From an optimization exercise on the open Yosys and OpenROAD flow, aimed at small area, a short achievable clock period and few clock cycles per item; shortcuts taken in it are not production practice.
Where RTL was checked, it was by simulation tests only, not by an equivalence proof against the original.

== ember ==
// ascon_encrypt_1block
module ascon_encrypt_1block
(
    input  logic              clk,
    input  logic              reset,
    input  logic              start,
    input  ascon_pkg::block_t key,
    input  ascon_pkg::block_t nonce,
    input  ascon_pkg::block_t ad,
    input  ascon_pkg::block_t pt,
    output ascon_pkg::block_t c,
    output ascon_pkg::block_t t,
    output logic              busy,
    output logic              done
);
Settings: LEC_CHECK=0, CAP_MARGIN=20, CORE_MARGIN=2, CORE_UTILIZATION=45, CTS_CLUSTER_DIAMETER=80, CTS_CLUSTER_SIZE=20, SLEW_MARGIN=30, SYNTH_HIERARCHICAL=1, SYNTH_MINIMUM_KEEP_SIZE=0; clock period 8.0 ns.
standard.sh (not shown) runs the stock make flow with config.mk's settings and CLKGATE_MAP_FILE= SYNTH_SCRIPT=/design/flow/synth_recipe.tcl, a recipe that flattens the netlist after the stock synthesis.
==> flow/flow/run.sh <==
#!/bin/bash
# Standard layout, with plain buf_1 cells as the port buffers instead of
# the delay buffer that buffer_ports picks by default, and timing repair
# aimed at a 2.9 ns period (the clock constraint stays at the design's).
set -euo pipefail
export BUFFER_PORTS_ARGS="-buffer_cell sky130_fd_sc_hd__buf_1"
export SETUP_SLACK_MARGIN=5.1
bash standard.sh > standard.log 2>&1
#### Input delta (lagoon over ember)
- an added SETUP_SLACK_MARGIN of 5.0
==> flow/flow/run.sh <==
#!/bin/bash
# Standard layout, with plain buf_1 cells as the port buffers instead of
# the delay buffer that buffer_ports picks by default.
set -euo pipefail
export BUFFER_PORTS_ARGS="-buffer_cell sky130_fd_sc_hd__buf_1"
bash standard.sh > standard.log 2>&1
--- outcome ---
- lagoon did not stop at any stage, and its layout met the timing, design-rule and antenna checks.
- The worst setup path endpoint comes out t[66] in one run and busy in the other, namely in lagoon and ember respectively.
- The share of cell area taken by flip-flops and latches on lagoon is in line with that on ember.
- The final reports for lagoon and ember show number of diodes added for antenna fixing higher in the former.
- Delta (lagoon minus ember): transition time at the pin with the least slew margin increased by 0.022 ns relative to the old numbers, clock tree cell share of total cell area closely matched the old numbers, data arrival time of the worst path increased by 0.08 ns relative to the old numbers, quantity of gates resized following cts decreased by 137 relative to the old numbers.
- lagoon vs. ember: routed wire length went down by about 0.64%.
- Diff ember..lagoon | area of combinational cells with multiple inputs | negligible
- Looking at count of plain and timing-repair buffers in the layout across lagoon and ember, the one that comes out lower is lagoon.
- Diff ember -> lagoon | share of the cycle needed by the critical path after routing | increase of 1.1 points
- Cell type of the slowest stage on the worst timing path: dfxtp_4 -> ember, dfxtp_2 -> lagoon
No run of this note included a check of the RTL's function; only the layout flow was run.


## run A
Another version of the RTL of ascon_encrypt_1block (not shown whole).
Size: roughly 4100 cells after synthesis, roughly 710 flip-flops, roughly 770 I/O pins, roughly 40000 sq um of cells after synthesis.
==> flow/config.mk <==
export PLATFORM = sky130hd
export DESIGN_NAME = ascon_encrypt_1block
export DESIGN_NICKNAME = ascon_encrypt_1block
export VERILOG_FILES = /design/flow/design.v
export SDC_FILE = /design/flow/constraint.sdc
export NUM_CORES = 4
export LEC_CHECK = 0
export CAP_MARGIN = 20
export CORE_MARGIN = 2
export CORE_UTILIZATION = 55
export CTS_CLUSTER_DIAMETER = 80
export CTS_CLUSTER_SIZE = 20
export GPL_ROUTABILITY_DRIVEN = 0
export SLEW_MARGIN = 30
export SYNTH_HIERARCHICAL = 1
export SYNTH_MINIMUM_KEEP_SIZE = 0
==> flow/constraint.sdc <==
create_clock -name core_clock -period 8.0 [get_ports {clk}]
set_input_delay 1.6000 -clock core_clock [delete_from_list [all_inputs] [get_ports {clk}]]
set_output_delay 1.6000 -clock core_clock [all_outputs]
set_load 0.01 [all_outputs]
==> flow/flow/run.sh <==
#!/bin/bash
# Standard layout, with plain buf_1 cells as the port buffers instead of
# the delay buffer that buffer_ports picks by default, and timing repair
# aimed at a 2.9 ns period (the clock constraint stays at the design's).
set -euo pipefail
export BUFFER_PORTS_ARGS="-buffer_cell sky130_fd_sc_hd__buf_1"
export SETUP_SLACK_MARGIN=5.1
bash standard.sh > standard.log 2>&1
Run A finished every stage and its layout cleared the timing, design-rule and antenna checks.
Testbench counts of run A, summed over its fixed seeds: cycles 10,504, items 256.
diff inputs: run A => run B
Settings: putting PLACE_DENSITY at 0.75 where nothing was set; clearing GPL_ROUTABILITY_DRIVEN, which used to be 0; putting SETUP_SLACK_MARGIN at 5.0 where nothing was set.
==> flow/flow/run.sh <==
#!/bin/bash
# Standard layout, with plain buf_1 cells as the port buffers instead of
# the delay buffer that buffer_ports picks by default.
set -euo pipefail
export BUFFER_PORTS_ARGS="-buffer_cell sky130_fd_sc_hd__buf_1"
bash standard.sh > standard.log 2>&1
## What came out
- Minimum setup slack in the final design: run B < run A
- Run A → run B: final non-filler cell total barely changed; routed metal-1 wirelength dropped about 2%; average vias per placed instance climbed about 1.4%.
- For run B, the critical path launch point was x4[51], unlike run A, where it was x0n[6].
- Diff run B and run A: count of clock-buffer cells in the layout higher in run A
Here is what was changed in the inputs of run C compared with run B.
Settings: SETUP_SLACK_MARGIN now 4.8, was 5.0; PLACE_DENSITY no longer set, was 0.75.
--- outcome ---
- Critical path endpoint: pc_q[71] -> run C, x0n[51] -> run B
- Fraction of met1 tracks used by global routing, run B and run C: larger value in run C
- In terms of flip-flop and latch count, run C and run B differ only marginally.
- For largest net degree at the start of global routing, dividing the value from run B by the value from run C gives 1.10.
- Higher final standard cell utilization of the core goes to run B over run C.
- Run B and run C ended up with roughly the same layout net count.
diff inputs: run C => run D
Settings: a deleted SETUP_SLACK_MARGIN that had been 4.8.
diff --git a/flow/flow/run.sh b/flow/flow/run.sh
--- a/flow/flow/run.sh
+++ b/flow/flow/run.sh
@@ -3 +3,2 @@
-# the delay buffer that buffer_ports picks by default.
+# the delay buffer that buffer_ports picks by default, and timing repair
+# aimed at a 2.8 ns period (the clock constraint stays at the design's).
@@ -5,0 +7 @@
+export SETUP_SLACK_MARGIN=5.2
[summary]
Run D ends up with a fmax that is 0.027 GHz higher than in run C. Diff run C -> run D: number of hold buffers added after CTS held steady. Of run D and run C, it is run D that has the higher register-to-register slack. Run D closes out successfully: all stages finished, all timing, DRC and antenna checks passed. Comparing fraction of final layout cells sized beyond drive strength 1 for run D and run C, the bigger number came from run D. | worst slew margin relative to its limit | run D vs run C | worse |. Run D drops more vias than run C. Slew at the pin closest to its max-slew limit ends up higher on run D.
diff inputs: run D => run E
diff --git a/flow/flow/run.sh b/flow/flow/run.sh
--- a/flow/flow/run.sh
+++ b/flow/flow/run.sh
@@ -4 +4 @@
-# aimed at a 2.8 ns period (the clock constraint stays at the design's).
+# aimed at a 2.9 ns period (the clock constraint stays at the design's).
@@ -7 +7 @@
-export SETUP_SLACK_MARGIN=5.2
+export SETUP_SLACK_MARGIN=5.1
## What came out
Diff run D -> run E | proportion of layout cells with a drive suffix above 1 | decrease of 6.0 points. Changes observed in run E relative to run D: final wirelength decreased about 1.3%; post-route minimum period went down. Compare run D and run E | share of the cycle needed by the critical path after routing lower: run E.

port drivers added, routing unchanged:
The results above use ideal ports. As a check the final layouts listed here were re-extracted and re-timed, cells and wires unchanged.
Step 1 (the two cells are an assumption about what drives the block):
set clk [get_ports {clk}]
set_driving_cell -lib_cell sky130_fd_sc_hd__clkbuf_16 $clk
set_driving_cell -lib_cell sky130_fd_sc_hd__buf_2 [delete_from_list [all_inputs] $clk]
Step 2 times the ports against the registers' clock, not the clock port: input delays grow and output delays shrink by t, the midpoint of the rising clock arrivals with the driver on.
Slacks: ideal / step 1 / step 2; pairs: ideal / step 1.
| run | t (ns) | setup WS [ns] | worst register clock-pin slew, ns | cell pins on the clock port's net |
|---|---|---|---|---|
| ember | 0.704 | 5.073 / 5.000 / 4.707 | 0.10 / 0.10 | 1 |
| lagoon | 0.704 | 4.988 / 4.913 / 4.713 | 0.09 / 0.09 | 1 |
| run A | 0.681 | 4.964 / 4.964 / 4.786 | 0.09 / 0.09 | 1 |
| run B | 0.689 | 4.888 / 4.888 / 4.710 | 0.10 / 0.10 | 1 |
| run C | 0.697 | 4.725 / 4.725 / 4.725 | 0.10 / 0.10 | 1 |
| run D | 0.698 | 4.994 / 4.994 / 4.787 | 0.10 / 0.10 | 1 |
| run E | 0.697 | 5.019 / 5.019 / 4.783 | 0.10 / 0.10 | 1 |
After both steps every run listed still meets setup and hold. For ember, which loses most, drivers alone change the setup slack by -0.073 ns; drivers and shift together by -0.366 ns.
